From an optimization exercise on the open Yosys and OpenROAD flow, aimed at small area, a short achievable clock period and few clock cycles; shortcuts taken in it are not production practice. RTL that was checked went through simulation tests only; none was proved equivalent to the original. No activity file was given, so power comes from the tool's default toggle rates.

==> flow/design.v (excerpt) <==
module accel_top #(
  parameter int ARRAY_N = 4
) (
  input  logic        clk,
  input  logic        arst_n,
  input  logic        psel,
  input  logic        penable,
  input  logic        pwrite,
  input  logic [11:0] paddr,
  input  logic [31:0] pwdata,
  output logic [31:0] prdata,
  output logic        pready,
  output logic        pslverr,
  output logic        interrupt,
  output logic        busy
);
Settings: LEC_CHECK=0, CAP_MARGIN=20, CORE_MARGIN=2, CORE_UTILIZATION=40, CTS_BUF_LIST=sky130_fd_sc_hd__clkbuf_16, CTS_CLUSTER_DIAMETER=80, CTS_CLUSTER_SIZE=32, PLACE_DENSITY=0.6, SLEW_MARGIN=20; clock period 10.0 ns.
standard.sh (not shown) runs the stock make flow with config.mk's settings and CLKGATE_MAP_FILE= SYNTH_SCRIPT=/design/flow/synth_recipe.tcl, a recipe that flattens the netlist after the stock synthesis.
==> flow/flow/run.sh <==
#!/bin/bash
# layout flow: the standard flow, with timing repair asked for 7.0 ns of setup slack so
# that it keeps improving the achieved period beyond the 10 ns clock, and with plain
# buffers (rather than delay cells) on the ports
set -euo pipefail
bash standard.sh SETUP_SLACK_MARGIN=7.0 \
  "BUFFER_PORTS_ARGS=-buffer_cell sky130_fd_sc_hd__buf_2" finish > standard.log 2>&1
Testbench counts at the start, summed over its fixed seeds: cycles 6,656.
==> next run, changes <==
--- a/flow/design.v
+++ b/flow/design.v
@@ -926,52 +926,51 @@
   input  logic [31:0] pwdata,
   output logic [31:0] prdata,
   output logic        pready,
   output logic        pslverr,
   output logic        interrupt,
   output logic        busy
 );
   localparam int CELLS  = ARRAY_N * ARRAY_N;
   localparam int T_BITS = 58;
   logic       setup;             
   logic       sweep;             
   logic [2:0] scnt;
-  logic       sweep_last;        
   logic       in_buf;
   logic       hit_ctrl, hit_status, hit_a, hit_b;
   logic       ro_bits;
   logic       dec_err;
   logic [3:0] pidx;
   logic       rd_c, rd_status, rd_ctrl, rd_other;
-  assign setup      = psel && ((!penable && !sweep) || sweep_last);
+  assign setup      = psel && (sweep ? (scnt == 3'd7) : !penable);
   assign in_buf     = (paddr[1:0] == 2'b00) && (paddr[7:6] == 2'b00);
   assign hit_ctrl   = (paddr == 12'h000);
   assign hit_status = (paddr == 12'h004);
   assign hit_a      = in_buf && (paddr[11:8] == 4'h1);
   assign hit_b      = in_buf && (paddr[11:8] == 4'h2);
   assign ro_bits    = |{pwdata[31:2], pwdata[0]};
   assign pidx       = paddr[5:2];
   always_comb begin
     if (pwrite) begin
       dec_err = !(hit_ctrl || hit_status || hit_a || hit_b) || (hit_status && ro_bits) ||
                 ((hit_a || hit_b) && busy);
     end else begin
       dec_err = !(hit_ctrl || hit_status || hit_a || hit_b || (in_buf && paddr[11:8] == 4'h3));
     end
   end
   assign rd_c      = setup && !pwrite && (paddr[11:8] == 4'h3) &&
                      (paddr[7:6] == 2'b00) && (paddr[1:0] == 2'b00);
   assign rd_status = setup && !pwrite && hit_status;
   assign rd_ctrl   = setup && !pwrite && hit_ctrl;
-  assign rd_other  = setup && !rd_c;
+  assign rd_other  = setup && !pwrite && !rd_c;
   logic       wr_a_q, wr_b_q, wr_ctrl_q, start_q, clr_q, err_q;
   logic [3:0] idx_q;
   logic       start;
   logic       cvalid;
   logic       irq_en, irq_en_n;
   logic       done, done_n;
   logic       interrupt_q;
   assign start    = start_q && !busy;
   assign irq_en_n = wr_ctrl_q ? pwdata[1] : irq_en;
   assign done_n   = busy || (done && !clr_q);
   always_ff @(posedge clk or negedge arst_n) begin
     if (!arst_n) begin
@@ -1004,34 +1003,30 @@
       if (start) begin
         cvalid <= 1'b1;
       end
     end
   end
   assign interrupt = interrupt_q;
   logic [7:0] a_buf [CELLS];
   logic [7:0] b_buf [CELLS];
   logic [7:0] a_run [CELLS];
   logic [7:0] b_run [CELLS];
   always_ff @(posedge clk or negedge arst_n) begin
     if (!arst_n) begin
-      sweep      <= 1'b1;
-      sweep_last <= 1'b0;
-      scnt       <= '0;
-    end else begin
-      sweep_last <= sweep && (scnt == 3'd6);
-      if (sweep) begin
-        scnt <= scnt + 3'd1;
-        if (sweep_last) begin
-          sweep <= 1'b0;
-        end
+      sweep <= 1'b1;
+      scnt  <= '0;
+    end else if (sweep) begin
+      scnt <= scnt + 3'd1;
+      if (scnt == 3'd7) begin
+        sweep <= 1'b0;
       end
     end
   end
   always_ff @(posedge clk) begin
     for (int n = 0; n < CELLS; n++) begin
       if (sweep ? (scnt == 3'(n)) : (wr_a_q && idx_q == 4'(n))) begin
         a_buf[n] <= sweep ? 8'd0 : pwdata[7:0];
       end
       if (sweep ? (scnt == 3'(n)) : (wr_b_q && idx_q == 4'(n))) begin
         b_buf[n] <= sweep ? 8'd0 : pwdata[7:0];
       end
     end
@@ -1142,25 +1137,25 @@
       res_v    <= 1'b0;
       res_idx  <= '0;
       c_first  <= 1'b0;
       c_pend   <= 1'b0;
       c_hit    <= 1'b0;
       pready_q <= 1'b0;
     end else begin
       res_v    <= res_v_n;
       res_idx  <= res_idx_n;
       c_first  <= rd_c;
       c_pend   <= c_pend_n;
       c_hit    <= c_hit_n;
-      pready_q <= !(sweep && !sweep_last) && (!c_pend_n || c_hit_n);
+      pready_q <= !(sweep && scnt != 3'd7) && (!c_pend_n || c_hit_n);
     end
   end
   always_ff @(posedge clk) begin
     if (rd_other) begin
       rdata_q <= {22'd0, (rd_status && done_n) || (rd_ctrl && irq_en_n), rd_status && start};
     end else if (acc_done) begin
       rdata_q <= cvalid ? {6'd0, sum} : 24'd0;
     end
   end
   assign pready  = pready_q;
   assign pslverr = err_q;
   assign prdata  = {8'd0, rdata_q};
The changed run finished with timing, DRC and antenna clean.
Clock-buffer cell count drops by 1.
Maximum frequency went down by 2.5%.
Cell area rose by 0.32%.
Routed wire length grows by 5.1%.
Worst hold slack improves by 0.0042 ns.
Total power is about the same.
Via count went up by 4.9%.
Die area stays flat.
First-iteration DRC count rises by 19%.
Global-route usage rises by 0.66 points.
Worst setup slack degrades by 0.082 ns.
Area after synthesis hardly moves.
Critical path depth rose by 7.
For the second run of this note, only the layout was checked, not whether the RTL still works.


accel_top, a different RTL version from the one above (not shown whole).
Size in the first run: roughly 710 flip-flops, about 30,000 um^2 of cells after synthesis.
## accel_top
module accel_top #(
  parameter int ARRAY_N = 4
) (
  input  logic        clk,
  input  logic        arst_n,
  input  logic        psel,
  input  logic        penable,
  input  logic        pwrite,
  input  logic [11:0] paddr,
  input  logic [31:0] pwdata,
  output logic [31:0] prdata,
  output logic        pready,
  output logic        pslverr,
  output logic        interrupt,
  output logic        busy
);
export LEC_CHECK = 0
export CAP_MARGIN = 20
export CORE_MARGIN = 2
export CORE_UTILIZATION = 40
export CTS_BUF_LIST = sky130_fd_sc_hd__clkbuf_16
export CTS_CLUSTER_DIAMETER = 80
export CTS_CLUSTER_SIZE = 32
export PLACE_DENSITY = 0.6
export SLEW_MARGIN = 20
create_clock -name core_clock -period 10.0 [get_ports {clk}]
==> flow/flow/run.sh <==
#!/bin/bash
# layout flow: the standard flow, with timing repair asked for 6.6 ns of setup slack so
# that it keeps improving the achieved period beyond the 10 ns clock, and with plain
# buffers (rather than delay cells) on the ports
set -euo pipefail
bash standard.sh SETUP_SLACK_MARGIN=6.6 \
  "BUFFER_PORTS_ARGS=-buffer_cell sky130_fd_sc_hd__buf_2" finish > standard.log 2>&1
Testbench counts at the start, summed over its fixed seeds: cycles 6,592.
==> next run, changes <==
--- a/flow/design.v
+++ b/flow/design.v
@@ -957,50 +957,47 @@
   end
   assign rd_c      = psel && !penable && !pwrite && (paddr[11:8] == 4'h3) &&
                      (paddr[7:6] == 2'b00) && (paddr[1:0] == 2'b00);
   assign rd_status = setup && !pwrite && hit_status;
   assign rd_ctrl   = setup && !pwrite && hit_ctrl;
   assign rd_other  = setup && !pwrite && !rd_c;
-  logic       wr_a_q, wr_b_q, wr_ctrl_q, clr_q, err_q;
+  logic       wr_a_q, wr_b_q, wr_ctrl_q, start_q, clr_q, err_q;
   logic [3:0] idx_q;
   logic       start;
-  logic       run1, run2;
   logic       cvalid;
   logic       irq_en, irq_en_n;
   logic       done, done_n;
   logic       interrupt_q;
-  assign start    = setup && pwrite && hit_ctrl && pwdata[0] && !busy;
+  assign start    = start_q && !busy;
   assign irq_en_n = wr_ctrl_q ? pwdata[1] : irq_en;
-  assign done_n   = run2 || (done && !clr_q);
+  assign done_n   = busy || (done && !clr_q);
   always_ff @(posedge clk or negedge arst_n) begin
     if (!arst_n) begin
       wr_a_q      <= 1'b0;
       wr_b_q      <= 1'b0;
       wr_ctrl_q   <= 1'b0;
+      start_q     <= 1'b0;
       clr_q       <= 1'b0;
       err_q       <= 1'b0;
       idx_q       <= '0;
-      run1        <= 1'b0;
-      run2        <= 1'b0;
       busy        <= 1'b0;
       done        <= 1'b0;
       irq_en      <= 1'b0;
       interrupt_q <= 1'b0;
       cvalid      <= 1'b0;
     end else begin
       wr_a_q      <= setup && pwrite && hit_a && !busy;
       wr_b_q      <= setup && pwrite && hit_b && !busy;
       wr_ctrl_q   <= setup && pwrite && hit_ctrl;
+      start_q     <= setup && pwrite && hit_ctrl && pwdata[0];
       clr_q       <= setup && pwrite && hit_status && !ro_bits && pwdata[1];
       err_q       <= setup && dec_err;
       if (setup) begin
         idx_q <= pidx;
       end
-      run1        <= start;
-      run2        <= run1;
-      busy        <= start || run1;
+      busy        <= start;
       done        <= done_n;
       irq_en      <= irq_en_n;
       interrupt_q <= done_n && irq_en_n;
       if (start) begin
         cvalid <= 1'b1;
       end
@@ -1045,12 +1042,13 @@
   logic [17:0] acc_x, acc_y, acc_u, acc_v_row;
   logic [17:0] acc_xin, acc_yin;
   logic [17:0] sum;
   logic [23:0] rdata_q;
   logic        acc_done;
   logic        in_flight;
+  logic        c_first;           
   logic        c_pend, c_hit, c_pend_n, c_hit_n, pready_q;
   logic        res_v_n;
   logic [3:0]  res_idx_n;
   logic [3:0]  e_off;
   for (genvar l = 0; l < 2; l++) begin : g_sel
     assign a_sel[l*8 +: 8] = a_run[e_idx[3:2] * ARRAY_N + 2 * e_ph + l];
@@ -1068,14 +1066,15 @@
     acc_x <= acc_u;
     acc_y <= acc_v_row;
   end
   assign acc_done = acc_v && acc_ph;
   assign e_off = e_idx - base;
   assign e_go  = e_ph || (e_off < 4'd3);
-  assign in_flight = (e_go && e_idx == pidx) || (op_v && op_idx == pidx) ||
-                     (t_v && t_idx == pidx) || (acc_v && acc_idx == pidx);
+  assign in_flight = (res_v && res_idx == idx_q) || (e_go && e_idx == idx_q) ||
+                     (op_v && op_idx == idx_q) || (t_v && t_idx == idx_q) ||
+                     (acc_v && acc_idx == idx_q);
   always_ff @(posedge clk or negedge arst_n) begin
     if (!arst_n) begin
       e_idx   <= '0;
       e_ph    <= 1'b0;
       base    <= '0;
       op_idx  <= '0;
@@ -1098,19 +1097,19 @@
       t_v     <= op_v && !start;
       acc_v   <= t_v && !start;
       if (start) begin
         e_idx <= '0;
         e_ph  <= 1'b0;
         base  <= '0;
-      end else if (rd_c && !in_flight) begin
-        e_idx <= pidx;
+      end else if (c_first && !in_flight) begin
+        e_idx <= idx_q;
         e_ph  <= 1'b0;
-        base  <= pidx;
+        base  <= idx_q;
       end else begin
-        if (rd_c) begin
-          base <= pidx + 4'd1;
+        if (c_first) begin
+          base <= idx_q + 4'd1;
         end
         if (e_go) begin
           e_ph <= !e_ph;
           if (e_ph) begin
             e_idx <= e_idx + 4'd1;
           end
@@ -1118,31 +1117,34 @@
       end
     end
   end
   assign c_pend_n  = rd_c || (c_pend && !c_hit);
   assign res_v_n   = !start && !rd_other && (acc_done || res_v);
   assign res_idx_n = acc_done ? acc_idx : res_idx;
-  assign c_hit_n   = c_pend_n && res_v_n && (res_idx_n == (rd_c ? pidx : idx_q));
+  assign c_hit_n   = (acc_done || res_v) &&
+                     ((rd_c && res_idx_n == pidx) || (c_pend && !c_hit && res_idx_n == idx_q));
   always_ff @(posedge clk or negedge arst_n) begin
     if (!arst_n) begin
       res_v    <= 1'b0;
       res_idx  <= '0;
+      c_first  <= 1'b0;
       c_pend   <= 1'b0;
       c_hit    <= 1'b0;
       pready_q <= 1'b1;
     end else begin
       res_v    <= res_v_n;
       res_idx  <= res_idx_n;
+      c_first  <= rd_c;
       c_pend   <= c_pend_n;
       c_hit    <= c_hit_n;
       pready_q <= !c_pend_n || c_hit_n;
     end
   end
   always_ff @(posedge clk) begin
     if (rd_other) begin
-      rdata_q <= {22'd0, (rd_status && done_n) || (rd_ctrl && irq_en_n), rd_status && (start || run1)};
+      rdata_q <= {22'd0, (rd_status && done_n) || (rd_ctrl && irq_en_n), rd_status && start};
     end else if (acc_done) begin
       rdata_q <= cvalid ? {6'd0, sum} : 24'd0;
     end
   end
   assign pready  = pready_q;
   assign pslverr = err_q;
Utilization came out lower by 0.86 points.
Sequential power hardly moves.
Global-route usage came out lower by 1.2 points.
Routed wire length came out lower by 5.9%.
Combinational power came out lower by 21%.
Register-to-register slack gets worse by 0.04 ns.
Total power came out lower by 11%.
Die area stays flat.
Area after synthesis hardly moves.
Clock power came out lower by 15%.
Testbench counts after the change, summed over its fixed seeds: cycles 6,656.

[re-timing with driven ports]
The flow's constraints put no driver on any port. The routed layouts listed below were extracted and timed again, unchanged, in two steps. Step 1 assumes that a clkbuf_16 drives the clock port and a buf_2 every other input. Step 2 also shifts input and output timing later by t, the mid clock arrival at the registers, as if the neighbouring blocks saw the same clock. Three values: no drivers, after step 1, after step 2; two values: the first two.
| run | shift t [ns] | slack for setup (ns) | worst hold slack (ns) | worst setup path at the end | slew at the worst register clock pin (ns) |
|---|---|---|---|---|---|
| the first run of note 1 | 0.685 | 6.812 / 6.757 / 6.345 | 0.387 / 0.387 / 0.387 | input to register | 0.12 / 0.12 |
| the second run of note 1 | 0.698 | 6.730 / 6.740 / 6.042 | 0.391 / 0.391 / 0.391 | input to register | 0.12 / 0.12 |
| the first run of note 2 | 0.639 | 6.646 / 6.682 / 6.043 | 0.356 / 0.356 / 0.356 | input to register | 0.11 / 0.11 |
| the second run of note 2 | 0.693 | 6.714 / 6.657 / 6.140 | 0.357 / 0.357 / 0.357 | input to register | 0.12 / 0.12 |
After both steps every run listed still meets setup and hold. The setup slack of the second run of note 1, which loses most, moves by +0.010 ns with the drivers and by -0.688 ns with both steps.
